This design comes from an exercise in tuning for small area on the open sky130 flow, not from production work. Function was checked by simulation only, so behaviour that the tests miss may differ from the original. No activity file was given, so power comes from the tool's default toggle rates.

==> flow/design.v <==
package opf_pkg;
  typedef logic [32-1:0]        word_t;
  typedef logic [31:0]                   inst_t;
  typedef logic [$clog2(32)-1:0]  reg_index_t;
  typedef logic [10-1:0]     spr_num_t;
  typedef logic [6-1:0]    opcode_t;
  typedef logic [10-1:0]      xo_t;
  typedef logic [16-1:0]     imm_t;
  function automatic logic [6-1:0] get_opcode(input logic [31:0] inst);
    get_opcode = inst[31:26];
  endfunction
  function automatic logic [$clog2(32)-1:0] get_rt(input logic [31:0] inst);
    get_rt = inst[25:21];
  endfunction
  function automatic logic [$clog2(32)-1:0] get_ra(input logic [31:0] inst);
    get_ra = inst[20:16];
  endfunction
  function automatic logic [$clog2(32)-1:0] get_rb(input logic [31:0] inst);
    get_rb = inst[15:11];
  endfunction
  function automatic logic [16-1:0] get_imm(input logic [31:0] inst);
    get_imm = inst[15:0];
  endfunction
  function automatic logic [10-1:0] get_xo(input logic [31:0] inst);
    get_xo = inst[10:1];
  endfunction
  function automatic logic [10-1:0] get_spr(input logic [31:0] inst);
    get_spr = {inst[15:11], inst[20:16]};
  endfunction
endpackage
`timescale 1ns/10ps
module rf_aoi3 (
  input  logic [2:0] s,
  input  logic [2:0] d,
  output logic       y_n
);
  assign y_n = ~((s[0] & d[0]) | (s[1] & d[1]) | (s[2] & d[2]));
endmodule
module rf_read_bit #(
  parameter int N         = 33,
  parameter bit HAS_EXTRA = 1'b0
) (
  input  logic [N-1:0] s,
  input  logic [N-1:0] d,
  input  logic         extra,
  output logic         y
);
  localparam int NG = N / 3;
  localparam int NR = N - 3 * NG;
  logic [NG-1:0] g_n;
  logic          rest;
  for (genvar k = 0; k < NG; k++) begin : g3
    rf_aoi3 u_aoi (.s(s[3*k +: 3]), .d(d[3*k +: 3]), .y_n(g_n[k]));
  end
  always_comb begin
    rest = HAS_EXTRA ? extra : 1'b0;
    for (int i = 3 * NG; i < N; i++) begin
      rest = rest | (s[i] & d[i]);
    end
  end
  assign y = ~(&g_n) | rest;
endmodule
`timescale 1ns/10ps
module immediate_extract (
  input  opf_pkg::inst_t inst,
  output logic           sext,
  output logic           shift,
  output logic           zext
);
  opf_pkg::opcode_t opcode;
  assign opcode = opf_pkg::get_opcode(inst);
  always_comb begin
    sext  = 1'b0;
    shift = 1'b0;
    zext  = 1'b0;
    case (opcode)
      6'd14, 6'd12, 6'd8, 6'd11,
      6'd32, 6'd36, 6'd7:
        sext = 1'b1;
      6'd15, 6'd25, 6'd29:
        shift = 1'b1;
      6'd10, 6'd24, 6'd28:
        zext = 1'b1;
      default: ;
    endcase
  end
endmodule
`timescale 1ns/10ps
module operand_fetch (
  input  opf_pkg::inst_t       ir,
  input  logic [32-1:0] gpr_v,
  input  logic                 xer_v,
  input  logic                 ctr_v,
  input  logic                 lnk_v,
  input  logic                 xer_ca,
  output logic [32-1:0] sel_a,
  output logic [32+2:0] sel_b,
  output logic [32-1:0] sel_c,
  output logic                 imm_lo,
  output logic                 imm_hi,
  output logic                 fill_lo,
  output logic                 fill_hi,
  output logic                 c_sign,
  output logic                 next_cin
);
  opf_pkg::opcode_t    opcode;
  opf_pkg::xo_t        xo;
  opf_pkg::reg_index_t ra, rb, rt;
  opf_pkg::spr_num_t   spr;
  logic                sext, shift, zext;
  logic                is_xo_group;
  logic                xo_subf, xo_neg, xo_adde, xo_addze, xo_addme;
  logic                xo_cmp, xo_cmpl, xo_sraw, xo_mfspr, xo_lwzx;
  logic                ra_zero_form, b_from_gpr;
  function automatic logic xo_arith(input logic [10-1:0] val,
                                   input logic [10-1:0] code);
    xo_arith = val[10-2:0] == code[10-2:0];
  endfunction
  assign opcode      = opf_pkg::get_opcode(ir);
  assign xo          = opf_pkg::get_xo(ir);
  assign ra          = opf_pkg::get_ra(ir);
  assign rb          = opf_pkg::get_rb(ir);
  assign rt          = opf_pkg::get_rt(ir);
  assign spr         = opf_pkg::get_spr(ir);
  assign is_xo_group = opcode == 6'd31;
  assign xo_subf  = is_xo_group && xo_arith(xo, 10'd40);
  assign xo_neg   = is_xo_group && xo_arith(xo, 10'd104);
  assign xo_adde  = is_xo_group && xo_arith(xo, 10'd138);
  assign xo_addze = is_xo_group && xo_arith(xo, 10'd202);
  assign xo_addme = is_xo_group && xo_arith(xo, 10'd234);
  assign xo_cmp   = is_xo_group && xo == 10'd0;
  assign xo_cmpl  = is_xo_group && xo == 10'd32;
  assign xo_sraw  = is_xo_group && (xo == 10'd792 || xo == 10'd824);
  assign xo_mfspr = is_xo_group && xo == 10'd339;
  assign xo_lwzx  = is_xo_group && xo == 10'd23;
  assign ra_zero_form = opcode == 6'd14 || opcode == 6'd15 ||
                        opcode == 6'd32 || opcode == 6'd36 || xo_lwzx;
  immediate_extract u_imm (
    .inst  (ir),
    .sext  (sext),
    .shift (shift),
    .zext  (zext)
  );
  assign b_from_gpr = !xo_mfspr && !xo_neg && !xo_addze && !xo_addme && !sext && !shift && !zext;
  assign imm_lo     = sext || zext;
  assign imm_hi     = shift;
  assign fill_lo    = xo_addme;
  assign fill_hi    = xo_addme || (sext && ir[16-1]);
  always_comb begin
    for (int i = 0; i < 32; i++) begin
      sel_a[i] = gpr_v[i] && ra == i && !(ra_zero_form && i == 0);
      sel_b[i] = gpr_v[i] && rb == i && b_from_gpr;
      sel_c[i] = gpr_v[i] && rt == i && !xo_sraw;
    end
    sel_b[32]   = xo_mfspr && spr == 10'd1 && xer_v;
    sel_b[32+1] = xo_mfspr && spr == 10'd9 && ctr_v;
    sel_b[32+2] = xo_mfspr && spr == 10'd8 && lnk_v;
  end
  assign c_sign = xo_sraw;
  always_comb begin
    case (opcode)
      6'd11, 6'd10, 6'd8:
        next_cin = 1'b1;
      6'd31:
        if (xo_subf || xo_cmp || xo_cmpl || xo_neg) begin
          next_cin = 1'b1;
        end else if (xo_adde || xo_addme || xo_addze) begin
          next_cin = xer_ca;
        end else begin
          next_cin = 1'b0;
        end
      default:
        next_cin = 1'b0;
    endcase
  end
endmodule
`timescale 1ns/10ps
module operand_fetch_top (
  input  logic                clk,
  input  logic                reset,
  input  logic                inst_valid,
  input  opf_pkg::inst_t      inst,
  input  logic                gpr_we,
  input  opf_pkg::reg_index_t gpr_waddr,
  input  opf_pkg::word_t      gpr_wdata,
  input  logic                spr_we,
  input  opf_pkg::spr_num_t   spr_wnum,
  input  opf_pkg::word_t      spr_wdata,
  output logic                ops_valid,
  output logic                op_cin,
  output logic                op_so,
  output opf_pkg::word_t      op_a,
  output opf_pkg::word_t      op_b,
  output opf_pkg::word_t      op_c
);
  localparam int W = 32;
  localparam int N = 32;
  opf_pkg::word_t gpr [N];
  logic [N-1:0]   gpr_v;
  opf_pkg::word_t xer, ctr, lnk;
  logic           xer_v, ctr_v, lnk_v;
  opf_pkg::inst_t ir;
  logic           ir_valid;
  logic [N-1:0]   gpr_wsel;
  logic           xer_we, ctr_we, lnk_we;
  logic [N-1:0]   sel_a, sel_c;
  logic [N+2:0]   sel_b;
  logic           imm_lo, imm_hi, fill_lo, fill_hi;
  logic           c_sign, next_cin;
  opf_pkg::word_t next_a, next_b, next_c;
  always_comb begin
    for (int i = 0; i < N; i++) begin
      gpr_wsel[i] = gpr_we && gpr_waddr == i;
    end
  end
  always_ff @(posedge clk or posedge reset) begin
    if (reset) begin
      gpr_v <= '0;
    end else begin
      gpr_v <= gpr_v | gpr_wsel;
    end
  end
  always_ff @(posedge clk) begin
    for (int i = 0; i < N; i++) begin
      if (gpr_wsel[i]) begin
        gpr[i] <= gpr_wdata;
      end
    end
  end
  assign xer_we = spr_we && spr_wnum == 10'd1;
  assign ctr_we = spr_we && spr_wnum == 10'd9;
  assign lnk_we = spr_we && spr_wnum == 10'd8;
  always_ff @(posedge clk or posedge reset) begin
    if (reset) begin
      xer_v <= 1'b0;
      ctr_v <= 1'b0;
      lnk_v <= 1'b0;
    end else begin
      xer_v <= xer_v | xer_we;
      ctr_v <= ctr_v | ctr_we;
      lnk_v <= lnk_v | lnk_we;
    end
  end
  always_ff @(posedge clk) begin
    if (xer_we) xer <= spr_wdata;
    if (ctr_we) ctr <= spr_wdata;
    if (lnk_we) lnk <= spr_wdata;
  end
  always_ff @(posedge clk or posedge reset) begin
    if (reset) begin
      ir_valid <= 1'b0;
    end else begin
      ir_valid <= inst_valid;
    end
  end
  always_ff @(posedge clk) begin
    ir <= inst;
  end
  operand_fetch u_operand_fetch (
    .ir       (ir),
    .gpr_v    (gpr_v),
    .xer_v    (xer_v),
    .ctr_v    (ctr_v),
    .lnk_v    (lnk_v),
    .xer_ca   (xer_v && xer[29]),
    .sel_a    (sel_a),
    .sel_b    (sel_b),
    .sel_c    (sel_c),
    .imm_lo   (imm_lo),
    .imm_hi   (imm_hi),
    .fill_lo  (fill_lo),
    .fill_hi  (fill_hi),
    .c_sign   (c_sign),
    .next_cin (next_cin)
  );
  for (genvar j = 0; j < W; j++) begin : g_bit
    logic [N-1:0] col;
    for (genvar i = 0; i < N; i++) begin : g_reg
      assign col[i] = gpr[i][j];
    end
    logic imm_sel, imm_bit, fill;
    if (j < W / 2) begin : g_lo
      assign imm_sel = imm_lo;
      assign imm_bit = ir[j];
      assign fill    = fill_lo;
    end else begin : g_hi
      assign imm_sel = imm_hi;
      assign imm_bit = ir[j - W / 2];
      assign fill    = fill_hi;
    end
    rf_read_bit #(.N(N), .HAS_EXTRA(1'b0)) u_rd_a (
      .s (sel_a), .d (col), .extra (1'b0), .y (next_a[j])
    );
    rf_read_bit #(.N(N + 4), .HAS_EXTRA(1'b1)) u_rd_b (
      .s     ({imm_sel, sel_b}),
      .d     ({imm_bit, lnk[j], ctr[j], xer[j], col}),
      .extra (fill),
      .y     (next_b[j])
    );
    rf_read_bit #(.N(N + 1), .HAS_EXTRA(1'b0)) u_rd_c (
      .s (({c_sign, sel_c})), .d ({next_a[W-1], col}), .extra (1'b0), .y (next_c[j])
    );
  end
  always_ff @(posedge clk or posedge reset) begin
    if (reset) begin
      ops_valid <= 1'b0;
    end else begin
      ops_valid <= ir_valid;
    end
  end
  always_ff @(posedge clk) begin
    op_a   <= next_a;
    op_b   <= next_b;
    op_c   <= next_c;
    op_cin <= next_cin;
    op_so  <= xer_v && xer[31];
  end
endmodule
==> flow/run.sh <==
#!/bin/bash
# synth_recipe.tcl (not shown) runs the flow's synth.tcl, then flattens the netlist and writes it again
# the make line also repeats each setting of config.mk as NAME=value (left out here)
make -C /OpenROAD-flow-scripts/flow DESIGN_CONFIG=/design/flow/config.mk WORK_HOME=/design/flow/orfs CLKGATE_MAP_FILE= SYNTH_SCRIPT=/design/flow/synth_recipe.tcl finish
==> flow/config.mk <==
export PLATFORM = sky130hd
export DESIGN_NAME = operand_fetch_top
export DESIGN_NICKNAME = operand_fetch_top
export VERILOG_FILES = /design/flow/design.v
export SDC_FILE = /design/flow/constraint.sdc
export NUM_CORES = 4
export LEC_CHECK = 0
export CAP_MARGIN = 20
export CELL_PAD_IN_SITES_DETAIL_PLACEMENT = 1
export CELL_PAD_IN_SITES_GLOBAL_PLACEMENT = 2
export CORE_MARGIN = 2
export CORE_UTILIZATION = 30
export PLACE_DENSITY = 0.4
export SLEW_MARGIN = 20
export SYNTH_HIERARCHICAL = 1
==> flow/constraint.sdc <==
create_clock -name core_clock -period 5.0 [get_ports {clk}]
set_input_delay 1.0000 -clock core_clock [delete_from_list [all_inputs] [get_ports {clk}]]
set_output_delay 1.0000 -clock core_clock [all_outputs]
set_load 0.01 [all_outputs]
==> results of run 1 <==
==> final cells by class <==
class / instances / area, um2
clock buffer: 234 / 4570
multi-input combinational: 1856 / 16400
timing repair buffer: 415 / 4030
clock inverter: 51 / 508
tap: 2340 / 2930
sequential: 1287 / 37200
antenna: 13 / 32.5
inverter: 9 / 33.8
fill: 17500 / 110000
==> metrics by stage <==
step                      instance area (um2)  instances
after floorplan                         53100       3193
after global placement                  60600       5903
after detailed placement                60700       5907
after CTS                               65800       6192
after global routing                    65600       6192
final                                   65700       6205
==> where the power goes <==
part	total, uW	leakage, uW	switching [uW]	internal, uW
Clock	11500	0.00248	4740	6750
Combinational	1920	0.00685	1200	719
Sequential	12300	0.0116	334	12000
==> flip-flops by register name (all words and copies together), names as in the netlist <==
register / cells
op_c: 32
ctr: 32
lnk_v: 1
gpr: 1024
ir_valid: 1
op_cin: 1
ctr_v: 1
op_a: 32
ops_valid: 1
xer_v: 1
op_so: 1
gpr_v: 32
ir: 32
xer: 32
op_b: 32
lnk: 32
==> worst max-delay path, cell delays in order (launching register included) <==
cell and delay [ns]:
dfxtp_1 0.70, nand4bb_1 0.16, nor4_1 0.49, and4_2 0.86, buf_12 0.26, nor3_2 0.06
buf_4 0.31, a222oi_1 0.52, nand4_1 0.29, or4_1 0.54
==> per-layer routing <==
layer	up-vias	wire, um	global-route usage
li1	17200	-	-
met2	4569	147000	0.543
met3	924	47500	0.126
met4	10	20100	0.195
met5	-	75	0
met1	25300	131000	0.485
==> worst min path at each step <==
stage / slack (ns) / cells after the start / end / startpoint
global placement: 0.34 / 0 / ops_valid / ir_valid
detailed placement: 0.35 / 0 / ops_valid / ir_valid
CTS: 0.36 / 0 / ops_valid / ir_valid
floorplan: 0.33 / 0 / ops_valid / ir_valid
global route: 0.37 / 0 / ops_valid / ir_valid
finish: 0.36 / 0 / ops_valid / ir_valid
==> run_summary.xml, run 1 <==
<?xml version="1.0" encoding="UTF-8"?>
<metrics>
  <group name="status">
    <metric name="status" unit="">timing/DRC/antenna clean</metric>
  </group>
  <group name="cts">
    <metric name="cts-resized-gates" unit="">0</metric>
    <metric name="post_cts_buffers" unit="">0</metric>
    <metric name="cts.root.buffer_cell" unit="">clkbuf_16</metric>
    <metric name="cts.clk_slew.worst_paths" unit="ns">0.06</metric>
    <metric name="deepest_level_of_the_cts_h_tree" unit="">4</metric>
    <metric name="clock_insertion_delay_worst_skew" unit="ns">0.83</metric>
    <metric name="cts-root-to-sink-buffers" unit="">3</metric>
    <metric name="hold_buffers" unit="">0</metric>
    <metric name="cts_num_sinks" unit="">1287</metric>
    <metric name="cts_made_buffers" unit="">154</metric>
    <metric name="tritoncts_clock_tree" unit="">yes</metric>
  </group>
  <group name="routing">
    <metric name="wl" unit="um">345000</metric>
    <metric name="post_drt_wl_per_cell" unit="um">55.7</metric>
    <metric name="vias" unit="">47900</metric>
    <metric name="dr.pass1.iters" unit="">12</metric>
    <metric name="drt_first_iter_violations" unit="">12600</metric>
    <metric name="antenna_left" unit="">0</metric>
    <metric name="drt_drc_violations_left" unit="">0</metric>
    <metric name="vias_per_cell" unit="">7.72</metric>
  </group>
  <group name="setup_path">
    <metric name="crit_start" unit="">ir[1]</metric>
    <metric name="worst_ep_arrival_time" unit="ns">5.35</metric>
    <metric name="timing.setup.critical_path_class" unit="">register to register</metric>
    <metric name="worstPathRequired" unit="ns">5.69</metric>
    <metric name="regToRegEndpoint" unit="">op_b[29]</metric>
    <metric name="worstRegToRegCells" unit="">9</metric>
    <metric name="worst_setup_path_end_kind" unit="">register</metric>
    <metric name="crit_path_start_kind" unit="">register</metric>
    <metric name="regToRegStartpoint" unit="">ir[1]</metric>
    <metric name="crit_fanout" unit="">32</metric>
    <metric name="worstSetupEndpoint" unit="">op_b[29]</metric>
    <metric name="rrSetupSlack" unit="ns">0.34</metric>
  </group>
  <group name="floorplan">
    <metric name="design.portCount" unit="">215</metric>
    <metric name="fp.coreArea" unit="um2">176000</metric>
    <metric name="die_width" unit="um">425</metric>
    <metric name="floorplan.rows" unit="">154</metric>
    <metric name="die_height" unit="um">425</metric>
    <metric name="initial_core_util" unit="">0.302</metric>
    <metric name="die_area" unit="um2">180000</metric>
  </group>
  <group name="global_route">
    <metric name="grt.total_usage" unit="">0.371</metric>
    <metric name="wire_length_of_the_first_global_routing_pass" unit="um">446000</metric>
    <metric name="grt_overflow" unit="">0</metric>
    <metric name="antenna_found_initial" unit="">13</metric>
    <metric name="pin_count_of_the_biggest_net_entering_global_routing" unit="">42</metric>
    <metric name="first_global_vias" unit="">47100</metric>
  </group>
  <group name="timing">
    <metric name="number_of_endpoints_failing_setup_at_the_final_stage" unit="">0</metric>
    <metric name="hold_viol" unit="">0</metric>
    <metric name="slew_headroom" unit="">0.150</metric>
    <metric name="totalNegativeSetupSlack" unit="ns">0</metric>
    <metric name="fin_worst_skew" unit="ns">0.0338</metric>
    <metric name="timing.final.ws_setup" unit="ns">0.342</metric>
    <metric name="finalMaxSlewViolations" unit="">0</metric>
    <metric name="fin_hold_ws" unit="ns">0.357</metric>
    <metric name="worstMarginPinSlew" unit="ns">1.28</metric>
    <metric name="timing.fmax" unit="GHz">0.215</metric>
    <metric name="rsz_0062_raised_after_global_routing" unit="">false</metric>
    <metric name="min_period" unit="ns">4.66</metric>
    <metric name="fin_crit_sh" unit="">0.932</metric>
  </group>
  <group name="logic_synthesis">
    <metric name="synth_cells" unit="">3193</metric>
    <metric name="synth-warning-count" unit="">13</metric>
    <metric name="synth_area" unit="um2">53100</metric>
    <metric name="postSynthAreaPerCell" unit="um2">16.6</metric>
    <metric name="synth_fp_nets" unit="">3313</metric>
  </group>
  <group name="hold_path">
    <metric name="hold_path_class" unit="">register to register</metric>
  </group>
  <group name="placed_design">
    <metric name="place.port_buffers" unit="">214</metric>
    <metric name="dp_worst_setup_slack" unit="ns">0.580</metric>
    <metric name="gp_congestion" unit="">0.852</metric>
    <metric name="detailedPlacementHpwl" unit="um">183000</metric>
  </group>
  <group name="power">
    <metric name="power-per-cell-area" unit="nW/um2">392</metric>
    <metric name="design_power_total" unit="uW">25700</metric>
    <metric name="vdd_ir_drop_max" unit="mV">0.356</metric>
    <metric name="static-leakage-power" unit="uW">0.0209</metric>
  </group>
  <group name="layout">
    <metric name="area_growth" unit="%">23.7</metric>
    <metric name="mostFrequentLayoutCells" unit="">edfxtp_1 (1120), a222oi_1 (1056), nand4_1 (216), clkdlybuf4s50_1 (188), clkbuf_16 (165)</metric>
    <metric name="fin_nets" unit="">3843</metric>
    <metric name="drive_above_1_share" unit="">0.162</metric>
    <metric name="utilization" unit="">0.373</metric>
    <metric name="layout_commonest_cell" unit="">edfxtp_1</metric>
  </group>
  <group name="job">
    <metric name="max_cap_violations" unit="">0</metric>
  </group>
</metrics>
==> inputs of run 2 (changes only) <==
--- a/flow/design.v
+++ b/flow/design.v
@@ -29,6 +29,14 @@
   endfunction
 endpackage
 `timescale 1ns/10ps
+module rf_and3 (
+  input  logic a,
+  input  logic b,
+  input  logic c,
+  output logic y
+);
+  assign y = a & b & c;
+endmodule
 module rf_aoi3 (
   input  logic [2:0] s,
   input  logic [2:0] d,
@@ -146,16 +154,31 @@
   assign imm_hi     = shift;
   assign fill_lo    = xo_addme;
   assign fill_hi    = xo_addme || (sext && ir[16-1]);
+  logic [3:0] hi_a, hi_b, hi_c;
+  logic [7:0] lo_a, lo_b, lo_c;
+  logic [32-1:0] v_a;
   always_comb begin
-    for (int i = 0; i < 32; i++) begin
-      sel_a[i] = gpr_v[i] && ra == i && !(ra_zero_form && i == 0);
-      sel_b[i] = gpr_v[i] && rb == i && b_from_gpr;
-      sel_c[i] = gpr_v[i] && rt == i && !xo_sraw;
+    for (int k = 0; k < 4; k++) begin
+      hi_a[k] = ra[4:3] == k;
+      hi_b[k] = rb[4:3] == k && b_from_gpr;
+      hi_c[k] = rt[4:3] == k && !xo_sraw;
     end
-    sel_b[32]   = xo_mfspr && spr == 10'd1 && xer_v;
-    sel_b[32+1] = xo_mfspr && spr == 10'd9 && ctr_v;
-    sel_b[32+2] = xo_mfspr && spr == 10'd8 && lnk_v;
+    for (int m = 0; m < 8; m++) begin
+      lo_a[m] = ra[2:0] == m;
+      lo_b[m] = rb[2:0] == m;
+      lo_c[m] = rt[2:0] == m;
+    end
+    v_a    = gpr_v;
+    v_a[0] = gpr_v[0] && !ra_zero_form;
+  end
+  for (genvar i = 0; i < 32; i++) begin : g_sel
+    rf_and3 u_sel_a (.a(hi_a[i / 8]), .b(lo_a[i % 8]), .c(v_a[i]),   .y(sel_a[i]));
+    rf_and3 u_sel_b (.a(hi_b[i / 8]), .b(lo_b[i % 8]), .c(gpr_v[i]), .y(sel_b[i]));
+    rf_and3 u_sel_c (.a(hi_c[i / 8]), .b(lo_c[i % 8]), .c(gpr_v[i]), .y(sel_c[i]));
   end
+  assign sel_b[32]   = xo_mfspr && spr == 10'd1 && xer_v;
+  assign sel_b[32+1] = xo_mfspr && spr == 10'd9 && ctr_v;
+  assign sel_b[32+2] = xo_mfspr && spr == 10'd8 && lnk_v;
   assign c_sign = xo_sraw;
   always_comb begin
     case (opcode)
==> flow/flow/run.sh (new file) <==
#!/bin/bash
# The standard layout (the standard.sh: standard synthesis, floorplan, place, CTS, route),
# with two changes that only pick cells:
#  - the port buffers are buf_1 instead of the flow's default pick;
#  - CTS builds the tree from clkbuf_8/clkbuf_16 in sink clusters of at most 24 and adds no dummy
#    loads.
# The make output goes to standard.log here; ORFS writes each step's log under orfs/logs/.
set -euo pipefail
export BUFFER_PORTS_ARGS="-buffer_cell sky130_fd_sc_hd__buf_1"
export CTS_ARGS="-sink_clustering_enable -repair_clock_nets -dont_use_dummy_load -buf_list {sky130_fd_sc_hd__clkbuf_8 sky130_fd_sc_hd__clkbuf_16} -sink_clustering_size 24 -sink_clustering_max_diameter 70"
bash standard.sh > standard.log 2>&1
==> flow/standard.sh (new file) <==
#!/bin/bash
# synth_recipe.tcl (not shown) runs the flow's synth.tcl, then flattens the netlist and writes it again
# the make line also repeats each setting of config.mk as NAME=value (left out here)
make -C /OpenROAD-flow-scripts/flow DESIGN_CONFIG=/design/flow/config.mk WORK_HOME=/design/flow/orfs CLKGATE_MAP_FILE= SYNTH_SCRIPT=/design/flow/synth_recipe.tcl "${@:-finish}"
--- a/flow/config.mk
+++ b/flow/config.mk
@@ -9,7 +9,7 @@
 export CELL_PAD_IN_SITES_DETAIL_PLACEMENT = 1
 export CELL_PAD_IN_SITES_GLOBAL_PLACEMENT = 2
 export CORE_MARGIN = 2
-export CORE_UTILIZATION = 30
-export PLACE_DENSITY = 0.4
+export CORE_UTILIZATION = 45
+export PLACE_DENSITY = 0.55
 export SLEW_MARGIN = 20
 export SYNTH_HIERARCHICAL = 1
removed: flow/run.sh
==> run 2 against run 1 <==
  * Sequential power about the same
  * Die area decreased by 34%
  * Non-clock buffer count increased by 14
  * Via count decreased by 3.6%
  * Largest power group unchanged
  * Fmax increased by 2.5%
  * Flip-flop and latch count unchanged
  * Global-route usage increased by 7.9 points
  * Hold slack improved by 0.011 ns
  * Clock skew increased by 0.019 ns
  * Design area decreased by 8.9%
  * Critical endpoint is now op_b[11]
  * Synthesized area decreased by 0.80%
  * Critical path type unchanged
==> run_summary.xml, run 2 <==
<?xml version="1.0" encoding="UTF-8"?>
<metrics>
  <group name="status">
    <metric name="status" unit="">timing/DRC/antenna clean</metric>
  </group>
  <group name="timing">
    <metric name="hold_viol" unit="">0</metric>
    <metric name="fin_worst_skew" unit="ns">0.0531</metric>
    <metric name="slew_headroom" unit="">0.111</metric>
    <metric name="number_of_endpoints_failing_setup_at_the_final_stage" unit="">0</metric>
    <metric name="worstMarginPinSlew" unit="ns">1.33</metric>
    <metric name="rsz_0062_raised_after_global_routing" unit="">false</metric>
    <metric name="fin_crit_sh" unit="">0.909</metric>
    <metric name="min_period" unit="ns">4.54</metric>
    <metric name="totalNegativeSetupSlack" unit="ns">0</metric>
    <metric name="timing.fmax" unit="GHz">0.220</metric>
    <metric name="finalMaxSlewViolations" unit="">0</metric>
  </group>
  <group name="cts">
    <metric name="cts.clk_slew.worst_paths" unit="ns">0.08</metric>
    <metric name="clock_insertion_delay_worst_skew" unit="ns">0.71</metric>
    <metric name="deepest_level_of_the_cts_h_tree" unit="">3</metric>
    <metric name="cts_num_sinks" unit="">1287</metric>
    <metric name="cts.root.buffer_cell" unit="">clkbuf_16</metric>
    <metric name="cts_made_buffers" unit="">88</metric>
    <metric name="cts-root-to-sink-buffers" unit="">3</metric>
    <metric name="post_cts_buffers" unit="">0</metric>
    <metric name="hold_buffers" unit="">0</metric>
    <metric name="tritoncts_clock_tree" unit="">yes</metric>
    <metric name="cts-resized-gates" unit="">0</metric>
  </group>
  <group name="layout">
    <metric name="layout.area.seq" unit="um2">37200</metric>
    <metric name="utilization" unit="">0.515</metric>
    <metric name="fin_cells" unit="">5142</metric>
    <metric name="largest_reg_flops" unit="">1024</metric>
    <metric name="mostFrequentLayoutCells" unit="">edfxtp_1 (1120), a222oi_1 (1056), buf_1 (197), nand4_1 (194), buf_4 (193)</metric>
    <metric name="layout_commonest_cell" unit="">edfxtp_1</metric>
    <metric name="final_standard_cell_area_without_fillers" unit="um2">59800</metric>
    <metric name="multi_input_comb_area" unit="um2">15800</metric>
    <metric name="fin_nets" unit="">3727</metric>
    <metric name="drive_above_1_share" unit="">0.138</metric>
    <metric name="area_growth" unit="%">13.5</metric>
    <metric name="num-fill-cells" unit="">10900</metric>
    <metric name="largest_register" unit="">gpr</metric>
  </group>
  <group name="logic_synthesis">
    <metric name="postSynthAreaPerCell" unit="um2">17.0</metric>
    <metric name="synth_area" unit="um2">52700</metric>
    <metric name="synth-warning-count" unit="">13</metric>
    <metric name="synth_cells" unit="">3105</metric>
    <metric name="synth_fp_nets" unit="">3225</metric>
  </group>
  <group name="floorplan">
    <metric name="die_width" unit="um">346</metric>
    <metric name="die_area" unit="um2">120000</metric>
    <metric name="design.portCount" unit="">215</metric>
    <metric name="initial_core_util" unit="">0.453</metric>
    <metric name="fp.coreArea" unit="um2">116000</metric>
    <metric name="die_height" unit="um">346</metric>
    <metric name="floorplan.rows" unit="">125</metric>
  </group>
  <group name="setup_path">
    <metric name="regToRegStartpoint" unit="">ir[27]</metric>
    <metric name="worstPathRequired" unit="ns">5.62</metric>
    <metric name="worstRegToRegCells" unit="">14</metric>
    <metric name="timing.setup.critical_path_class" unit="">register to register</metric>
    <metric name="crit_path_start_kind" unit="">register</metric>
    <metric name="regToRegEndpoint" unit="">op_b[11]</metric>
    <metric name="worst_setup_path_end_kind" unit="">register</metric>
    <metric name="worst_ep_arrival_time" unit="ns">5.17</metric>
    <metric name="rrSetupSlack" unit="ns">0.46</metric>
    <metric name="crit_fanout" unit="">18</metric>
  </group>
  <group name="global_route">
    <metric name="first_global_vias" unit="">44600</metric>
    <metric name="grt.total_usage" unit="">0.450</metric>
    <metric name="grtUsageMet2" unit="">0.661</metric>
    <metric name="globalRouteMet1Util" unit="">0.545</metric>
    <metric name="busiest_layer" unit="">met2</metric>
    <metric name="antenna_found_initial" unit="">24</metric>
    <metric name="wire_length_of_the_first_global_routing_pass" unit="um">372000</metric>
    <metric name="met3_track_usage_gr" unit="">0.197</metric>
    <metric name="grt_overflow" unit="">0</metric>
    <metric name="pin_count_of_the_biggest_net_entering_global_routing" unit="">38</metric>
  </group>
  <group name="placed_design">
    <metric name="detailedPlacementHpwl" unit="um">176000</metric>
    <metric name="detailed_place.area" unit="um2">57500</metric>
    <metric name="gp_congestion" unit="">1.04</metric>
    <metric name="dpl.cell_count" unit="">5040</metric>
    <metric name="place.port_buffers" unit="">214</metric>
  </group>
  <group name="power">
    <metric name="power.share.clock" unit="">0.326</metric>
    <metric name="power_frac_seq" unit="">0.597</metric>
    <metric name="vdd_ir_drop_max" unit="mV">0.306</metric>
    <metric name="power.share.combinational" unit="">0.077</metric>
    <metric name="power-per-cell-area" unit="nW/um2">344</metric>
    <metric name="internal-power" unit="uW">15600</metric>
    <metric name="netSwitchingFraction" unit="">0.244</metric>
    <metric name="power.net_switching" unit="uW">5020</metric>
    <metric name="static-leakage-power" unit="uW">0.0190</metric>
  </group>
  <group name="routing">
    <metric name="drt_first_iter_violations" unit="">13300</metric>
    <metric name="dr.pass1.iters" unit="">17</metric>
    <metric name="vias" unit="">46200</metric>
    <metric name="antenna_left" unit="">0</metric>
    <metric name="vias_per_cell" unit="">8.98</metric>
    <metric name="drt_drc_violations_left" unit="">0</metric>
    <metric name="wl" unit="um">279000</metric>
    <metric name="post_drt_wl_per_cell" unit="um">54.2</metric>
  </group>
  <group name="job">
    <metric name="max_cap_violations" unit="">0</metric>
  </group>
  <group name="hold_path">
    <metric name="hold_path_startpoint" unit="">ir_valid</metric>
    <metric name="hold_path_class" unit="">register to register</metric>
    <metric name="timing.hold.worst_endpoint" unit="">ops_valid</metric>
    <metric name="hold_path_depth" unit="">0</metric>
  </group>
</metrics>
## run 2: per-stage QoR
step	worst slack (ns)	hold WS, ns	power, uW
3_5_place_dp	0.698	0.358	14000
2_1_floorplan	0.620	0.331	13000
3_3_place_gp	0.696	0.340	14000
6_report	0.457	0.368	20600
4_1_cts	0.661	0.360	20500
5_1_grt	0.399	0.385	21000
## run 2: area by class of cell
class	instances	share of cell area
inverters	9	0.000565
flip-flops and latches	1287	0.621
multi-input cells	1792	0.264
well taps	1524	0.0319
clock buffers	88	0.0368
repair buffers	429	0.0450
diodes	13	0.000544
## run 2: power groups by stage
| stage | combinational (uW) | sequential, uW | clock, uW |
|---|---|---|---|
| 2_1_floorplan | 585 | 12400 | 0 |
| 3_3_place_gp | 1470 | 12500 | 0 |
| 3_5_place_dp | 1500 | 12500 | 0 |
| 4_1_cts | 1500 | 12300 | 6710 |
| 5_1_grt | 1600 | 12300 | 7050 |
| 6_report | 1580 | 12300 | 6710 |
## run 2: per-layer routing
layer	vias up	share of wire
met5	-	0.0040
met4	31	0.073
met3	1191	0.17
met2	4985	0.42
met1	23300	0.33
li1	16700	-
## run 2: worst max-delay path by stage
stage                     start  endpoint  slack [ns]  cells after the start
CTS                       ir[2]   op_c[7]        0.66                     11
detailed placement        ir[2]   op_c[7]        0.70                     11
global route              ir[2]   op_c[4]        0.40                     11
finish                   ir[27]  op_b[11]        0.46                     14
floorplan           spr_wnum[1]    lnk[0]        0.62                      2
global placement          ir[8]  op_c[26]        0.70                     10
## run 2: worst max-delay path, cell delays in order (launching register included)
cell and delay [ns]:
dfxtp_1 0.47, inv_1 0.11, ha_1 0.23, o311a_1 0.30
o31a_1 0.30, or2_1 0.24, nor2_1 0.21, nand2_1 0.11
nor4_1 0.25, buf_4 0.23, and3_2 0.84, buf_4 0.58
a222oi_1 0.20, nand3b_1 0.23, or4_1 0.15
==> inputs of run 3 (changes only) <==
==> flow/flow/run.sh (replaced) <==
#!/bin/bash
# The standard layout (the standard.sh: standard synthesis, floorplan, place, CTS, route),
# with two changes that only pick cells:
#  - the port buffers are buf_1 instead of the flow's default pick;
#  - CTS builds the tree from clkbuf_8 in sink clusters of at most 16 and adds no dummy
#    loads.
# The make output goes to standard.log here; ORFS writes each step's log under orfs/logs/.
set -euo pipefail
export BUFFER_PORTS_ARGS="-buffer_cell sky130_fd_sc_hd__buf_1"
export CTS_ARGS="-sink_clustering_enable -repair_clock_nets -dont_use_dummy_load -buf_list {sky130_fd_sc_hd__clkbuf_8} -sink_clustering_size 16 -sink_clustering_max_diameter 60"
bash standard.sh > standard.log 2>&1
==> run 3 against run 2 <==
  * Clock power down 15%
  * First-iteration DRC count up 0.19%
  * Design area down 0.90%
  * Clock-buffer cell count up 33
  * Global-route usage up 0.21 points
  * Critical path type unchanged
  * Critical endpoint is now op_c[7]
  * Largest power group unchanged
  * Highest routed layer unchanged
==> run_summary.xml, run 3 <==
<?xml version="1.0" encoding="UTF-8"?>
<metrics>
  <group name="cts">
    <metric name="cts_made_buffers" unit="">121</metric>
    <metric name="clock_insertion_delay_worst_skew" unit="ns">0.90</metric>
    <metric name="post_cts_buffers" unit="">0</metric>
    <metric name="cts-root-to-sink-buffers" unit="">3</metric>
    <metric name="tritoncts_clock_tree" unit="">yes</metric>
    <metric name="cts.root.buffer_cell" unit="">clkbuf_8</metric>
    <metric name="cts-resized-gates" unit="">0</metric>
    <metric name="cts.clk_slew.worst_paths" unit="ns">0.10</metric>
    <metric name="hold_buffers" unit="">0</metric>
    <metric name="deepest_level_of_the_cts_h_tree" unit="">3</metric>
    <metric name="cts_num_sinks" unit="">1287</metric>
  </group>
  <group name="power">
    <metric name="power.share.combinational" unit="">0.081</metric>
    <metric name="vdd_ir_drop_max" unit="mV">0.301</metric>
    <metric name="static-leakage-power" unit="uW">0.0188</metric>
    <metric name="power.net_switching" unit="uW">4980</metric>
    <metric name="power_frac_seq" unit="">0.628</metric>
    <metric name="internal-power" unit="uW">14600</metric>
    <metric name="power-per-cell-area" unit="nW/um2">331</metric>
    <metric name="power.share.clock" unit="">0.291</metric>
    <metric name="design_power_total" unit="uW">19600</metric>
    <metric name="netSwitchingFraction" unit="">0.254</metric>
  </group>
  <group name="hold_path">
    <metric name="hold_path_startpoint" unit="">inst[11]</metric>
    <metric name="hold_path_depth" unit="">1</metric>
    <metric name="timing.hold.worst_endpoint" unit="">ir[11]</metric>
    <metric name="hold_path_class" unit="">primary input to register</metric>
  </group>
  <group name="floorplan">
    <metric name="design.portCount" unit="">215</metric>
    <metric name="floorplan.rows" unit="">125</metric>
    <metric name="initial_core_util" unit="">0.453</metric>
    <metric name="die_width" unit="um">346</metric>
    <metric name="die_area" unit="um2">120000</metric>
    <metric name="die_height" unit="um">346</metric>
    <metric name="fp.coreArea" unit="um2">116000</metric>
  </group>
  <group name="placed_design">
    <metric name="detailedPlacementHpwl" unit="um">176000</metric>
    <metric name="place.port_buffers" unit="">214</metric>
    <metric name="detailed_place.area" unit="um2">57500</metric>
    <metric name="dpl.cell_count" unit="">5040</metric>
    <metric name="gp_congestion" unit="">1.04</metric>
  </group>
  <group name="timing">
    <metric name="number_of_endpoints_failing_setup_at_the_final_stage" unit="">0</metric>
    <metric name="min_period" unit="ns">4.57</metric>
    <metric name="totalNegativeSetupSlack" unit="ns">0</metric>
    <metric name="finalMaxSlewViolations" unit="">0</metric>
    <metric name="rsz_0062_raised_after_global_routing" unit="">false</metric>
    <metric name="fin_crit_sh" unit="">0.915</metric>
    <metric name="hold_viol" unit="">0</metric>
    <metric name="fin_worst_skew" unit="ns">0.0875</metric>
    <metric name="slew_headroom" unit="">0.141</metric>
    <metric name="timing.fmax" unit="GHz">0.219</metric>
    <metric name="worstMarginPinSlew" unit="ns">1.28</metric>
  </group>
  <group name="routing">
    <metric name="drt_first_iter_violations" unit="">13300</metric>
    <metric name="antenna_left" unit="">0</metric>
    <metric name="dr.pass1.iters" unit="">17</metric>
    <metric name="post_drt_wl_per_cell" unit="um">54.3</metric>
    <metric name="vias_per_cell" unit="">8.96</metric>
    <metric name="drt_drc_violations_left" unit="">0</metric>
    <metric name="vias" unit="">46300</metric>
    <metric name="wl" unit="um">281000</metric>
  </group>
  <group name="logic_synthesis">
    <metric name="synth_cells" unit="">3105</metric>
    <metric name="synth_fp_nets" unit="">3225</metric>
    <metric name="synth_area" unit="um2">52700</metric>
    <metric name="postSynthAreaPerCell" unit="um2">17.0</metric>
    <metric name="synth-warning-count" unit="">13</metric>
  </group>
  <group name="setup_path">
    <metric name="worst_setup_path_end_kind" unit="">register</metric>
    <metric name="worst_ep_arrival_time" unit="ns">5.27</metric>
    <metric name="regToRegStartpoint" unit="">ir[2]</metric>
    <metric name="worstRegToRegCells" unit="">11</metric>
    <metric name="crit_path_start_kind" unit="">register</metric>
    <metric name="crit_fanout" unit="">33</metric>
    <metric name="worstPathRequired" unit="ns">5.70</metric>
    <metric name="timing.setup.critical_path_class" unit="">register to register</metric>
    <metric name="regToRegEndpoint" unit="">op_c[7]</metric>
    <metric name="rrSetupSlack" unit="ns">0.43</metric>
  </group>
  <group name="global_route">
    <metric name="grt_overflow" unit="">0</metric>
    <metric name="antenna_found_initial" unit="">22</metric>
    <metric name="first_global_vias" unit="">44600</metric>
    <metric name="wire_length_of_the_first_global_routing_pass" unit="um">374000</metric>
    <metric name="pin_count_of_the_biggest_net_entering_global_routing" unit="">38</metric>
    <metric name="grt.total_usage" unit="">0.452</metric>
  </group>
  <group name="layout">
    <metric name="drive_above_1_share" unit="">0.146</metric>
    <metric name="area_growth" unit="%">12.5</metric>
    <metric name="largest_reg_flops" unit="">1024</metric>
    <metric name="final_standard_cell_area_without_fillers" unit="um2">59300</metric>
    <metric name="fin_nets" unit="">3760</metric>
    <metric name="layout_commonest_cell" unit="">edfxtp_1</metric>
    <metric name="fin_cells" unit="">5175</metric>
    <metric name="largest_register" unit="">gpr</metric>
    <metric name="num-fill-cells" unit="">11000</metric>
    <metric name="layout.area.seq" unit="um2">37200</metric>
    <metric name="mostFrequentLayoutCells" unit="">edfxtp_1 (1120), a222oi_1 (1056), buf_1 (197), nand4_1 (194), buf_4 (193)</metric>
    <metric name="utilization" unit="">0.510</metric>
    <metric name="multi_input_comb_area" unit="um2">15800</metric>
  </group>
  <group name="job">
    <metric name="max_cap_violations" unit="">0</metric>
  </group>
  <group name="status">
    <metric name="status" unit="">timing/DRC/antenna clean</metric>
  </group>
</metrics>
==> run 3: final cells by class <==
cell class	instances	area share
sequential	1287	0.627
multi-input combinational	1792	0.266
timing repair buffer	429	0.0454
tap	1524	0.0322
clock buffer	121	0.0281
inverter	9	0.000570
antenna	13	0.000549
==> run 3: per-layer routing <==
| metal | vias to the layer above | part of all wire | GRT usage | routed length [um] |
|---|---|---|---|---|
| li1 | 16700 | - | - | - |
| met1 | 23400 | 0.34 | 0.553 | 94300 |
| met2 | 4976 | 0.42 | 0.664 | 119000 |
| met3 | 1249 | 0.16 | 0.193 | 46300 |
| met4 | 16 | 0.077 | 0.272 | 21500 |
| met5 | - | 0.0013 | 0.0180 | 367 |
==> run 3: metrics by stage <==
| step | worst slack [ns] | hold WS, ns |
|---|---|---|
| finish | 0.426 | 0.213 |
| global route | 0.369 | 0.189 |
| CTS | 0.610 | 0.164 |
| detailed placement | 0.698 | 0.358 |
| global placement | 0.696 | 0.340 |
| floorplan | 0.620 | 0.331 |
==> run 3: power groups by stage <==
stage / sequential [uW] / combinational (uW) / clock [uW]
2_1_floorplan: 12400 / 585 / 0
3_3_place_gp: 12500 / 1470 / 0
3_5_place_dp: 12500 / 1500 / 0
4_1_cts: 12300 / 1500 / 5690
5_1_grt: 12300 / 1600 / 6020
6_report: 12300 / 1590 / 5700
==> run 3: worst max-delay path, cell delays in order (launching register included) <==
cell      delay, ns
dfxtp_1        0.50
nand4b_1       0.13
or4_1          0.52
o41ai_1        0.43
a21boi_1       0.12
and3_2         0.28
a222oi_1       0.36
nand2_1        0.10
or4_4          0.99
a222oi_1       0.50
nand3_1        0.14
or3_1          0.32
==> run 3: worst max-delay path by stage <==
| stage | from | endpoint | slack (ns) | depth (start not counted) |
|---|---|---|---|---|
| 6_report | ir[2] | op_c[7] | 0.43 | 11 |
| 5_1_grt | ir[2] | op_c[14] | 0.37 | 11 |
| 4_1_cts | ir[2] | op_c[7] | 0.61 | 11 |
| 3_5_place_dp | ir[2] | op_c[7] | 0.70 | 11 |
| 3_3_place_gp | ir[8] | op_c[26] | 0.70 | 10 |
| 2_1_floorplan | spr_wnum[1] | lnk[0] | 0.62 | 2 |
==> inputs of run 4 (changes only) <==
--- a/flow/config.mk
+++ b/flow/config.mk
@@ -9,7 +9,7 @@
 export CELL_PAD_IN_SITES_DETAIL_PLACEMENT = 1
 export CELL_PAD_IN_SITES_GLOBAL_PLACEMENT = 2
 export CORE_MARGIN = 2
-export CORE_UTILIZATION = 45
-export PLACE_DENSITY = 0.55
+export CORE_UTILIZATION = 50
+export PLACE_DENSITY = 0.6
 export SLEW_MARGIN = 20
 export SYNTH_HIERARCHICAL = 1
==> run 4 against run 3 <==
  * Cell count decreased by 2.7%
  * Design area decreased by 0.27%
  * Routed wire length decreased by 2.8%
  * Sequential power about the same
  * Still clean on timing, DRC and antenna
  * Register-to-register slack improved by 0.06 ns
  * Clock skew decreased by 0.018 ns
==> run_summary.xml, run 4 <==
<?xml version="1.0" encoding="UTF-8"?>
<metrics>
  <group name="placed_design">
    <metric name="detailedPlacementHpwl" unit="um">168000</metric>
    <metric name="gp_congestion" unit="">0.970</metric>
    <metric name="dpl.cell_count" unit="">4905</metric>
    <metric name="place.port_buffers" unit="">214</metric>
    <metric name="detailed_place.area" unit="um2">57400</metric>
  </group>
  <group name="timing">
    <metric name="finalMaxSlewViolations" unit="">0</metric>
    <metric name="fin_hold_ws" unit="ns">0.226</metric>
    <metric name="rsz_0062_raised_after_global_routing" unit="">false</metric>
    <metric name="totalNegativeSetupSlack" unit="ns">0</metric>
    <metric name="fin_crit_sh" unit="">0.904</metric>
    <metric name="hold_viol" unit="">0</metric>
    <metric name="slew_headroom" unit="">0.182</metric>
    <metric name="min_period" unit="ns">4.52</metric>
    <metric name="timing.fmax" unit="GHz">0.221</metric>
    <metric name="worstMarginPinSlew" unit="ns">1.23</metric>
    <metric name="fin_worst_skew" unit="ns">0.0693</metric>
    <metric name="number_of_endpoints_failing_setup_at_the_final_stage" unit="">0</metric>
  </group>
  <group name="power">
    <metric name="power.share.clock" unit="">0.288</metric>
    <metric name="static-leakage-power" unit="uW">0.0188</metric>
    <metric name="power.share.combinational" unit="">0.081</metric>
    <metric name="power.net_switching" unit="uW">4950</metric>
    <metric name="internal-power" unit="uW">14500</metric>
    <metric name="power_frac_seq" unit="">0.631</metric>
    <metric name="vdd_ir_drop_max" unit="mV">0.261</metric>
    <metric name="power-per-cell-area" unit="nW/um2">330</metric>
    <metric name="netSwitchingFraction" unit="">0.254</metric>
  </group>
  <group name="layout">
    <metric name="layout_commonest_cell" unit="">edfxtp_1</metric>
    <metric name="fin_cells" unit="">5037</metric>
    <metric name="area_growth" unit="%">12.2</metric>
    <metric name="drive_above_1_share" unit="">0.145</metric>
    <metric name="largest_reg_flops" unit="">1024</metric>
    <metric name="final_standard_cell_area_without_fillers" unit="um2">59100</metric>
    <metric name="largest_register" unit="">gpr</metric>
    <metric name="fin_nets" unit="">3753</metric>
    <metric name="mostFrequentLayoutCells" unit="">edfxtp_1 (1120), a222oi_1 (1056), buf_1 (196), nand4_1 (194), buf_4 (184)</metric>
    <metric name="num-fill-cells" unit="">9711</metric>
  </group>
  <group name="global_route">
    <metric name="antenna_found_initial" unit="">20</metric>
    <metric name="first_global_vias" unit="">45600</metric>
    <metric name="grt_overflow" unit="">0</metric>
    <metric name="wire_length_of_the_first_global_routing_pass" unit="um">366000</metric>
    <metric name="grt.total_usage" unit="">0.495</metric>
    <metric name="pin_count_of_the_biggest_net_entering_global_routing" unit="">38</metric>
  </group>
  <group name="routing">
    <metric name="drt_drc_violations_left" unit="">0</metric>
    <metric name="vias" unit="">46500</metric>
    <metric name="post_drt_wl_per_cell" unit="um">54.2</metric>
    <metric name="drt_first_iter_violations" unit="">13200</metric>
    <metric name="antenna_left" unit="">0</metric>
    <metric name="dr.pass1.iters" unit="">17</metric>
    <metric name="wl" unit="um">273000</metric>
    <metric name="vias_per_cell" unit="">9.24</metric>
  </group>
  <group name="setup_path">
    <metric name="timing.setup.critical_path_class" unit="">register to register</metric>
    <metric name="crit_path_start_kind" unit="">register</metric>
    <metric name="crit_top_cell" unit="">a222oi_1</metric>
    <metric name="worstPathRequired" unit="ns">5.73</metric>
    <metric name="crit_fanout" unit="">19</metric>
    <metric name="critical_path.cell_chain" unit="">nand4b_1 -&gt; or4_1 -&gt; o41ai_1 -&gt; a21boi_1 -&gt; and3_2 -&gt; a222oi_1 -&gt; nand2_1 -&gt; or4_4 -&gt; buf_12 -&gt; a222oi_1 -&gt; nand3_1 -&gt; or3_1</metric>
    <metric name="worst_setup_path_end_kind" unit="">register</metric>
    <metric name="worstPathBufferInverterCount" unit="">1</metric>
    <metric name="worst_ep_arrival_time" unit="ns">5.25</metric>
    <metric name="peak_per_stage_delay_on_the_critical_path" unit="ns">0.78</metric>
    <metric name="critical-path-top-delay-family" unit="">simple AND/OR/NAND/NOR gates</metric>
    <metric name="cpMaxStageDelayCell" unit="">or4_4</metric>
  </group>
  <group name="status">
    <metric name="status" unit="">timing/DRC/antenna clean</metric>
  </group>
  <group name="cts">
    <metric name="clock_insertion_delay_worst_skew" unit="ns">0.88</metric>
    <metric name="cts-root-to-sink-buffers" unit="">3</metric>
    <metric name="hold_buffers" unit="">0</metric>
    <metric name="post_cts_buffers" unit="">0</metric>
    <metric name="deepest_level_of_the_cts_h_tree" unit="">3</metric>
    <metric name="cts.root.buffer_cell" unit="">clkbuf_8</metric>
    <metric name="cts-resized-gates" unit="">0</metric>
    <metric name="cts.clk_slew.worst_paths" unit="ns">0.10</metric>
    <metric name="tritoncts_clock_tree" unit="">yes</metric>
    <metric name="cts_made_buffers" unit="">117</metric>
    <metric name="cts_num_sinks" unit="">1287</metric>
  </group>
  <group name="job">
    <metric name="max_cap_violations" unit="">0</metric>
  </group>
  <group name="floorplan">
    <metric name="design.portCount" unit="">215</metric>
    <metric name="die_area" unit="um2">108000</metric>
    <metric name="die_width" unit="um">329</metric>
    <metric name="initial_core_util" unit="">0.502</metric>
    <metric name="fp.coreArea" unit="um2">105000</metric>
    <metric name="die_height" unit="um">329</metric>
    <metric name="floorplan.rows" unit="">119</metric>
  </group>
  <group name="hold_path">
    <metric name="hold_path_class" unit="">primary input to register</metric>
  </group>
  <group name="logic_synthesis">
    <metric name="synth_fp_nets" unit="">3225</metric>
    <metric name="synth_area" unit="um2">52700</metric>
    <metric name="synth-warning-count" unit="">13</metric>
    <metric name="synth_cells" unit="">3105</metric>
    <metric name="postSynthAreaPerCell" unit="um2">17.0</metric>
  </group>
</metrics>
## run 4: cell count changes in the layout (fill, tap and decap cells not counted), moves of 3 or more
cell and delta:
and3_1 +4, and3_2 -3, buf_12 +6, buf_2 +3, buf_4 -9, clkbuf_8 -4
## run 4: metal layers
layer | part of all wire | wire length, um | GRT usage
met4 | 0.086 | 23600 | 0.333
met3 | 0.18 | 48300 | 0.225
met5 | 0.0013 | 361 | 0.0102
met1 | 0.31 | 85000 | 0.583
met2 | 0.42 | 116000 | 0.726
## run 4: through the flow
stage | total power, uW | util | worst slack (ns)
global route | 19800 | 0.563 | 0.349
CTS | 19300 | 0.563 | 0.547
global placement | 14000 | 0.548 | 0.718
floorplan | 13000 | - | 0.620
finish | 19500 | 0.564 | 0.482
detailed placement | 14000 | 0.548 | 0.602
## run 4: power groups by stage
stage	clock [uW]	sequential [uW]	combinational, uW
after floorplan	0	12400	585
after global placement	0	12500	1450
after detailed placement	0	12500	1490
after CTS	5570	12300	1490
after global routing	5920	12300	1600
final	5620	12300	1580
## run 4: worst register-to-register path, cell delays in order, from the launching register on
cell and delay (ns):
dfxtp_1 0.52, nand4b_1 0.14, or4_1 0.54, o41ai_1 0.37
a21boi_1 0.20, and3_2 0.28, a222oi_1 0.35, nand2_1 0.12
or4_4 0.78, buf_12 0.28, a222oi_1 0.37, nand3_1 0.12
or3_1 0.31
## run 4: cell type report
cell class	instances	area, um2	share of cell area
clock buffer	117	1610	0.0272
inverter	9	33.8	0.000572
timing repair buffer	426	2740	0.0464
antenna	15	37.5	0.000635
multi-input combinational	1792	15800	0.267
tap	1391	1740	0.0294
sequential	1287	37200	0.629
## run 4: worst paths after layout
kind / from / endpoint / slack [ns] / cells after the start
hold reg to reg: ir_valid / ops_valid / 0.36 / 0
max in group asynchronous: reset / gpr_v[1] / 4.35 / 3
setup reg to reg: ir[2] / op_c[18] / 0.48 / 12
hold / removal: inst[7] / ir[7] / 0.23 / 1
setup / recovery: ir[2] / op_c[18] / 0.48 / 12
min in group asynchronous: reset / gpr_v[0] / 0.24 / 3
==> inputs of run 5 (changes only) <==
==> flow/config.mk (replaced) <==
export PLATFORM = sky130hd
export DESIGN_NAME = operand_fetch_top
export DESIGN_NICKNAME = operand_fetch_top
export VERILOG_FILES = /design/flow/design.v
export SDC_FILE = /design/flow/constraint.sdc
export NUM_CORES = 4
export LEC_CHECK = 0
export CAP_MARGIN = 20
export CELL_PAD_IN_SITES_DETAIL_PLACEMENT = 0
export CELL_PAD_IN_SITES_GLOBAL_PLACEMENT = 0
export CORE_MARGIN = 2
export CORE_UTILIZATION = 45
export PLACE_DENSITY = 0.55
export SLEW_MARGIN = 20
export SYNTH_HIERARCHICAL = 1
==> run 5 against run 4 <==
  * Still clean
  * First-iteration DRC count rose by 21%
  * Design area grew 0.18%
  * Die area grew 11%
  * Sequential share of layout area decreased by 0.11 points
  * Synthesized area unchanged
  * Core utilization down 5.4 points
  * Global-route usage decreased by 4.6 points
  * Clock power fell by 2%
  * Synthesized cell count did not move
==> run_summary.xml, run 5 <==
<?xml version="1.0" encoding="UTF-8"?>
<metrics>
  <group name="layout">
    <metric name="fin_nets" unit="">3747</metric>
    <metric name="mostFrequentLayoutCells" unit="">edfxtp_1 (1120), a222oi_1 (1056), buf_1 (201), nand4_1 (194), buf_4 (181)</metric>
    <metric name="fin_cells" unit="">5169</metric>
    <metric name="largest_reg_flops" unit="">1024</metric>
    <metric name="layout_commonest_cell" unit="">edfxtp_1</metric>
    <metric name="drive_above_1_share" unit="">0.140</metric>
    <metric name="area_growth" unit="%">12.4</metric>
    <metric name="largest_register" unit="">gpr</metric>
  </group>
  <group name="power">
    <metric name="netSwitchingFraction" unit="">0.254</metric>
    <metric name="static-leakage-power" unit="uW">0.0187</metric>
    <metric name="power.net_switching" unit="uW">4930</metric>
    <metric name="power-per-cell-area" unit="nW/um2">328</metric>
    <metric name="vdd_ir_drop_max" unit="mV">0.233</metric>
    <metric name="power.share.combinational" unit="">0.083</metric>
    <metric name="power_frac_seq" unit="">0.634</metric>
    <metric name="power.share.clock" unit="">0.284</metric>
    <metric name="internal-power" unit="uW">14500</metric>
  </group>
  <group name="global_route">
    <metric name="antenna_found_initial" unit="">19</metric>
    <metric name="pin_count_of_the_biggest_net_entering_global_routing" unit="">38</metric>
    <metric name="first_global_vias" unit="">44100</metric>
    <metric name="wire_length_of_the_first_global_routing_pass" unit="um">366000</metric>
    <metric name="grt.total_usage" unit="">0.448</metric>
    <metric name="grt_overflow" unit="">0</metric>
  </group>
  <group name="routing">
    <metric name="vias_per_cell" unit="">9.10</metric>
    <metric name="vias" unit="">47000</metric>
    <metric name="drt_drc_violations_left" unit="">0</metric>
    <metric name="post_drt_wl_per_cell" unit="um">54.0</metric>
    <metric name="wl" unit="um">279000</metric>
    <metric name="drt_first_iter_violations" unit="">15900</metric>
    <metric name="dr.pass1.iters" unit="">22</metric>
    <metric name="antenna_left" unit="">0</metric>
  </group>
  <group name="floorplan">
    <metric name="die_height" unit="um">346</metric>
    <metric name="design.portCount" unit="">215</metric>
    <metric name="initial_core_util" unit="">0.453</metric>
    <metric name="die_area" unit="um2">120000</metric>
    <metric name="fp.coreArea" unit="um2">116000</metric>
    <metric name="floorplan.rows" unit="">125</metric>
    <metric name="die_width" unit="um">346</metric>
  </group>
  <group name="setup_path">
    <metric name="critical-path-top-delay-family" unit="">simple AND/OR/NAND/NOR gates</metric>
    <metric name="crit_top_cell" unit="">a222oi_1</metric>
    <metric name="peak_per_stage_delay_on_the_critical_path" unit="ns">0.81</metric>
    <metric name="regToRegStartpoint" unit="">ir[2]</metric>
    <metric name="worst_ep_arrival_time" unit="ns">5.25</metric>
    <metric name="worstPathRequired" unit="ns">5.74</metric>
    <metric name="cpMaxStageDelayCell" unit="">or4_4</metric>
    <metric name="critical_path.cell_chain" unit="">nand4b_1 -&gt; or4_1 -&gt; o41ai_1 -&gt; a21boi_1 -&gt; and3_2 -&gt; a222oi_1 -&gt; nand2_1 -&gt; or4_4 -&gt; buf_12 -&gt; a222oi_1 -&gt; nand3_1 -&gt; or3_1</metric>
    <metric name="crit_path_start_kind" unit="">register</metric>
    <metric name="worstPathBufferInverterCount" unit="">1</metric>
    <metric name="worst_setup_path_end_kind" unit="">register</metric>
    <metric name="crit_fanout" unit="">15</metric>
    <metric name="timing.setup.critical_path_class" unit="">register to register</metric>
    <metric name="crit_start" unit="">ir[2]</metric>
  </group>
  <group name="cts">
    <metric name="cts.clk_slew.worst_paths" unit="ns">0.10</metric>
    <metric name="cts.root.buffer_cell" unit="">clkbuf_8</metric>
    <metric name="clock_insertion_delay_worst_skew" unit="ns">0.88</metric>
    <metric name="cts-root-to-sink-buffers" unit="">3</metric>
    <metric name="cts_made_buffers" unit="">113</metric>
    <metric name="cts_num_sinks" unit="">1287</metric>
    <metric name="deepest_level_of_the_cts_h_tree" unit="">3</metric>
    <metric name="post_cts_buffers" unit="">0</metric>
    <metric name="cts-resized-gates" unit="">0</metric>
    <metric name="tritoncts_clock_tree" unit="">yes</metric>
    <metric name="hold_buffers" unit="">0</metric>
  </group>
  <group name="job">
    <metric name="max_cap_violations" unit="">0</metric>
  </group>
  <group name="hold_path">
    <metric name="hold_path_startpoint" unit="">inst[17]</metric>
    <metric name="hold_path_class" unit="">primary input to register</metric>
  </group>
  <group name="timing">
    <metric name="fin_worst_skew" unit="ns">0.0998</metric>
    <metric name="min_period" unit="ns">4.51</metric>
    <metric name="finalMaxSlewViolations" unit="">0</metric>
    <metric name="rsz_0062_raised_after_global_routing" unit="">false</metric>
    <metric name="fin_crit_sh" unit="">0.903</metric>
    <metric name="totalNegativeSetupSlack" unit="ns">0</metric>
    <metric name="number_of_endpoints_failing_setup_at_the_final_stage" unit="">0</metric>
    <metric name="worstMarginPinSlew" unit="ns">1.28</metric>
    <metric name="hold_viol" unit="">0</metric>
    <metric name="timing.fmax" unit="GHz">0.222</metric>
    <metric name="slew_headroom" unit="">0.146</metric>
    <metric name="timing.final.ws_setup" unit="ns">0.486</metric>
  </group>
  <group name="status">
    <metric name="status" unit="">timing/DRC/antenna clean</metric>
  </group>
  <group name="logic_synthesis">
    <metric name="synth_fp_nets" unit="">3225</metric>
    <metric name="postSynthAreaPerCell" unit="um2">17.0</metric>
    <metric name="synth-warning-count" unit="">13</metric>
    <metric name="synth_area" unit="um2">52700</metric>
    <metric name="synth_cells" unit="">3105</metric>
  </group>
  <group name="placed_design">
    <metric name="gp_congestion" unit="">1.00</metric>
    <metric name="place.port_buffers" unit="">214</metric>
    <metric name="dp_worst_setup_slack" unit="ns">0.635</metric>
    <metric name="detailedPlacementHpwl" unit="um">162000</metric>
    <metric name="dpl.cell_count" unit="">5035</metric>
  </group>
</metrics>
## run 5: path summary, 6_finish.rpt
check	end	slack [ns]	depth (start not counted)
setup / recovery	op_c[14]	0.49	12
hold / removal	ir[17]	0.21	1
setup reg to reg	op_c[14]	0.49	12
hold reg to reg	ops_valid	0.35	0
max in group asynchronous	gpr_v[16]	4.30	3
min in group asynchronous	gpr_v[4]	0.24	3
## run 5: area by class of cell
class | instances | area (um2)
Clock buffer | 113 | 1560
Fill cell | 9676 | 57000
Timing Repair Buffer | 424 | 2730
Tap cell | 1524 | 1910
Sequential cell | 1287 | 37200
Antenna cell | 20 | 50.0
Multi-Input combinational cell | 1792 | 15800
Inverter | 9 | 33.8
## run 5: metal layers
metal / up-vias / track usage / part of all wire
met5: - / 0.00680 / 0.00036
met4: 16 / 0.292 / 0.086
met3: 1472 / 0.227 / 0.19
met2: 5858 / 0.622 / 0.40
met1: 23000 / 0.547 / 0.32
li1: 16700 / - / -
## run 5: power groups by stage
stage	clock (uW)	combinational, uW	sequential, uW
after global routing	5830	1610	12300
after CTS	5460	1510	12300
after global placement	0	1490	12500
after detailed placement	0	1510	12500
final	5510	1600	12300
after floorplan	0	585	12400
## run 5: per-stage QoR
step                instance area [um2]   util  hold slack (ns)  power [uW]
global route                      59200  0.509            0.202       19800
CTS                               59100  0.509            0.204       19300
detailed placement                57600  0.495            0.335       14000
global placement                  57600  0.495            0.343       14000
finish                            59200  0.510            0.214       19400
floorplan                         52700      -            0.331       13000
==> inputs of run 6 (changes only) <==
==> flow/flow/run.sh (replaced) <==
#!/bin/bash
# The standard layout (the standard.sh: standard synthesis, floorplan, place, CTS, route),
# with three changes that only pick or size cells:
#  - the port buffers are buf_1 instead of the flow's default pick;
#  - CTS builds the tree from clkbuf_8 in sink clusters of at most 16 and adds no dummy
#    loads;
#  - after global routing, repair_timing's power recovery (RECOVER_POWER) downsizes cells on
#    paths that keep positive slack.
# The make output goes to standard.log here; ORFS writes each step's log under orfs/logs/.
set -euo pipefail
export BUFFER_PORTS_ARGS="-buffer_cell sky130_fd_sc_hd__buf_1"
export CTS_ARGS="-sink_clustering_enable -repair_clock_nets -dont_use_dummy_load -buf_list {sky130_fd_sc_hd__clkbuf_8} -sink_clustering_size 16 -sink_clustering_max_diameter 60"
export RECOVER_POWER=100
bash standard.sh > standard.log 2>&1
--- a/flow/config.mk
+++ b/flow/config.mk
@@ -6,8 +6,8 @@
 export NUM_CORES = 4
 export LEC_CHECK = 0
 export CAP_MARGIN = 20
-export CELL_PAD_IN_SITES_DETAIL_PLACEMENT = 0
-export CELL_PAD_IN_SITES_GLOBAL_PLACEMENT = 0
+export CELL_PAD_IN_SITES_DETAIL_PLACEMENT = 1
+export CELL_PAD_IN_SITES_GLOBAL_PLACEMENT = 2
 export CORE_MARGIN = 2
 export CORE_UTILIZATION = 45
 export PLACE_DENSITY = 0.55
==> run 6 against run 5 <==
  * Non-clock buffer count up 5
  * Die area unchanged
  * First-iteration DRC count down 15%
  * Routed wire length up 0.61%
  * Now fails the layout checks on max-capacitance violations, max-slew violations, negative setup slack
  * Via count down 1.9%
  * Largest cell class unchanged
  * Cell count up 0.19%
  * Design area down 1.1%
  * Synthesized area unchanged
  * Worst setup slack worse by 0.58 ns
==> run_summary.xml, run 6 <==
<?xml version="1.0" encoding="UTF-8"?>
<metrics>
  <group name="job">
    <metric name="max_cap_violations" unit="">63</metric>
  </group>
  <group name="logic_synthesis">
    <metric name="synth_area" unit="um2">52700</metric>
    <metric name="postSynthAreaPerCell" unit="um2">17.0</metric>
    <metric name="synth_fp_nets" unit="">3225</metric>
    <metric name="synth-warning-count" unit="">13</metric>
  </group>
  <group name="setup_path">
    <metric name="crit_path_start_kind" unit="">primary input</metric>
    <metric name="peak_per_stage_delay_on_the_critical_path" unit="ns">2.25</metric>
    <metric name="worst_setup_path_end_kind" unit="">register</metric>
    <metric name="crit_fanout" unit="">19</metric>
    <metric name="cpMaxStageDelayCell" unit="">nor2_1</metric>
    <metric name="critical_path.cell_chain" unit="">buf_1 -&gt; or2_0 -&gt; nor2_1 -&gt; clkbuf_2</metric>
  </group>
  <group name="global_route">
    <metric name="grt.total_usage" unit="">0.452</metric>
    <metric name="first_global_vias" unit="">44600</metric>
    <metric name="grt_overflow" unit="">0</metric>
    <metric name="antenna_found_initial" unit="">27</metric>
    <metric name="met3_track_usage_gr" unit="">0.193</metric>
  </group>
  <group name="floorplan">
    <metric name="floorplan.rows" unit="">125</metric>
    <metric name="die_area" unit="um2">120000</metric>
    <metric name="die_height" unit="um">346</metric>
  </group>
  <group name="cts">
    <metric name="deepest_level_of_the_cts_h_tree" unit="">3</metric>
    <metric name="cts_made_buffers" unit="">121</metric>
    <metric name="cts-resized-gates" unit="">0</metric>
    <metric name="hold_buffers" unit="">0</metric>
    <metric name="post_cts_buffers" unit="">0</metric>
  </group>
  <group name="power">
    <metric name="power.net_switching" unit="uW">4960</metric>
    <metric name="internal-power" unit="uW">14600</metric>
    <metric name="vdd_ir_drop_max" unit="mV">0.301</metric>
    <metric name="power.share.combinational" unit="">0.078</metric>
  </group>
  <group name="placed_design">
    <metric name="place.port_buffers" unit="">214</metric>
    <metric name="detailedPlacementHpwl" unit="um">176000</metric>
    <metric name="dp_worst_setup_slack" unit="ns">0.698</metric>
    <metric name="gp_congestion" unit="">1.04</metric>
  </group>
  <group name="status">
    <metric name="status" unit="">complete, but fails checks</metric>
    <metric name="check-failures" unit="">max-capacitance violations, max-slew violations, negative setup slack</metric>
  </group>
  <group name="timing">
    <metric name="number_of_endpoints_failing_setup_at_the_final_stage" unit="">44</metric>
    <metric name="min_period" unit="ns">5.09</metric>
    <metric name="finalMaxSlewViolations" unit="">1421</metric>
    <metric name="rsz_0062_raised_after_global_routing" unit="">false</metric>
    <metric name="timing.final.ws_setup" unit="ns">-0.0936</metric>
    <metric name="fin_worst_skew" unit="ns">0.0903</metric>
    <metric name="fin_crit_sh" unit="">1.02</metric>
  </group>
  <group name="routing">
    <metric name="post_drt_wl_per_cell" unit="um">54.2</metric>
    <metric name="drt_drc_violations_left" unit="">0</metric>
    <metric name="vias" unit="">46100</metric>
    <metric name="antenna_left" unit="">0</metric>
  </group>
  <group name="hold_path">
    <metric name="hold_path_class" unit="">primary input to register</metric>
  </group>
  <group name="layout">
    <metric name="layout_commonest_cell" unit="">edfxtp_1</metric>
    <metric name="utilization" unit="">0.504</metric>
    <metric name="largest_register" unit="">gpr</metric>
  </group>
</metrics>
-- run 6: power groups by stage --
stage / Combinational, uW / Sequential (uW) / Clock (uW)
floorplan: 585 / 12400 / 0
global placement: 1470 / 12500 / 0
detailed placement: 1500 / 12500 / 0
CTS: 1500 / 12300 / 5690
global route: 1540 / 12300 / 6020
finish: 1520 / 12300 / 5690
-- run 6: worst paths after layout --
path / from / to / depth (start not counted)
min in group asynchronous: reset / gpr_v[6] / 3
hold / removal: inst[11] / ir[11] / 1
max in group asynchronous: reset / gpr_v[9] / 3
hold reg to reg: ir_valid / ops_valid / 0
setup / recovery: gpr_waddr[1] / gpr[0][20] / 4
setup reg to reg: ir[2] / op_a[11] / 9
-- run 6: worst register-to-register path, stage by stage, from the launching register on --
cell,delay (ns)
dfxtp_1,0.50
nand4b_1,0.14
or4_1,0.52
o41ai_1,0.43
a21boi_1,0.12
and3_1,0.29
clkbuf_2,0.93
a222oi_1,0.73
nand2_1,0.22
or4_2,0.70
-- run 6: layout make-up --
cell class	instances	area, um2	area share
inverters	9	33.8	0.000577
multi-input cells	1792	15500	0.265
flip-flops and latches	1287	37200	0.635
diodes	17	42.5	0.000727
clock buffers	121	1670	0.0284
repair buffers	429	2230	0.0381
well taps	1524	1910	0.0326
-- run 6: metal layers --
metal	vias to the layer above	wire [um]
met4	24	21800
met5	-	563
met2	4906	118000
li1	16700	-
met3	1247	46300
met1	23300	94000
-- run 6: metrics by stage --
stage | hold WS, ns | TNS (ns) | instances
floorplan | 0.331 | 0 | 3105
finish | 0.214 | -1.88 | 5179
global route | 0.189 | 0 | 5165
CTS | 0.164 | 0 | 5161
detailed placement | 0.358 | 0 | 5040
global placement | 0.340 | 0 | 5039

## what the ideal ports hide
No port has a modelled driver above. Below, the same layouts with a new extraction and two added sets of constraints. Step 1: set_driving_cell puts a clkbuf_16 on clk and a buf_2 on each other input, an assumption about the parent block. Step 2, shift: input delay + t, output delay - t, t = (earliest + latest rising clock arrival at the registers) / 2. This alone moves slack from input paths to output paths. a / b / c = no drivers / after step 1 / after step 2; a / b = the first two.
run | shift t [ns] | slack for setup (ns) | max-slew violations
run 1 | 0.912 | 0.342 / 0.342 / 0.342 | 0 / 0
run 2 | 0.767 | 0.457 / 0.457 / 0.457 | 0 / 0
run 3 | 0.924 | 0.426 / 0.426 / 0.426 | 0 / 0
run 4 | 0.921 | 0.482 / 0.482 / 0.482 | 0 / 0
run 5 | 0.909 | 0.486 / 0.486 / 0.486 | 0 / 0
run 6 | 0.924 | -0.094 / -0.085 / -1.010 | 1421 / 1422
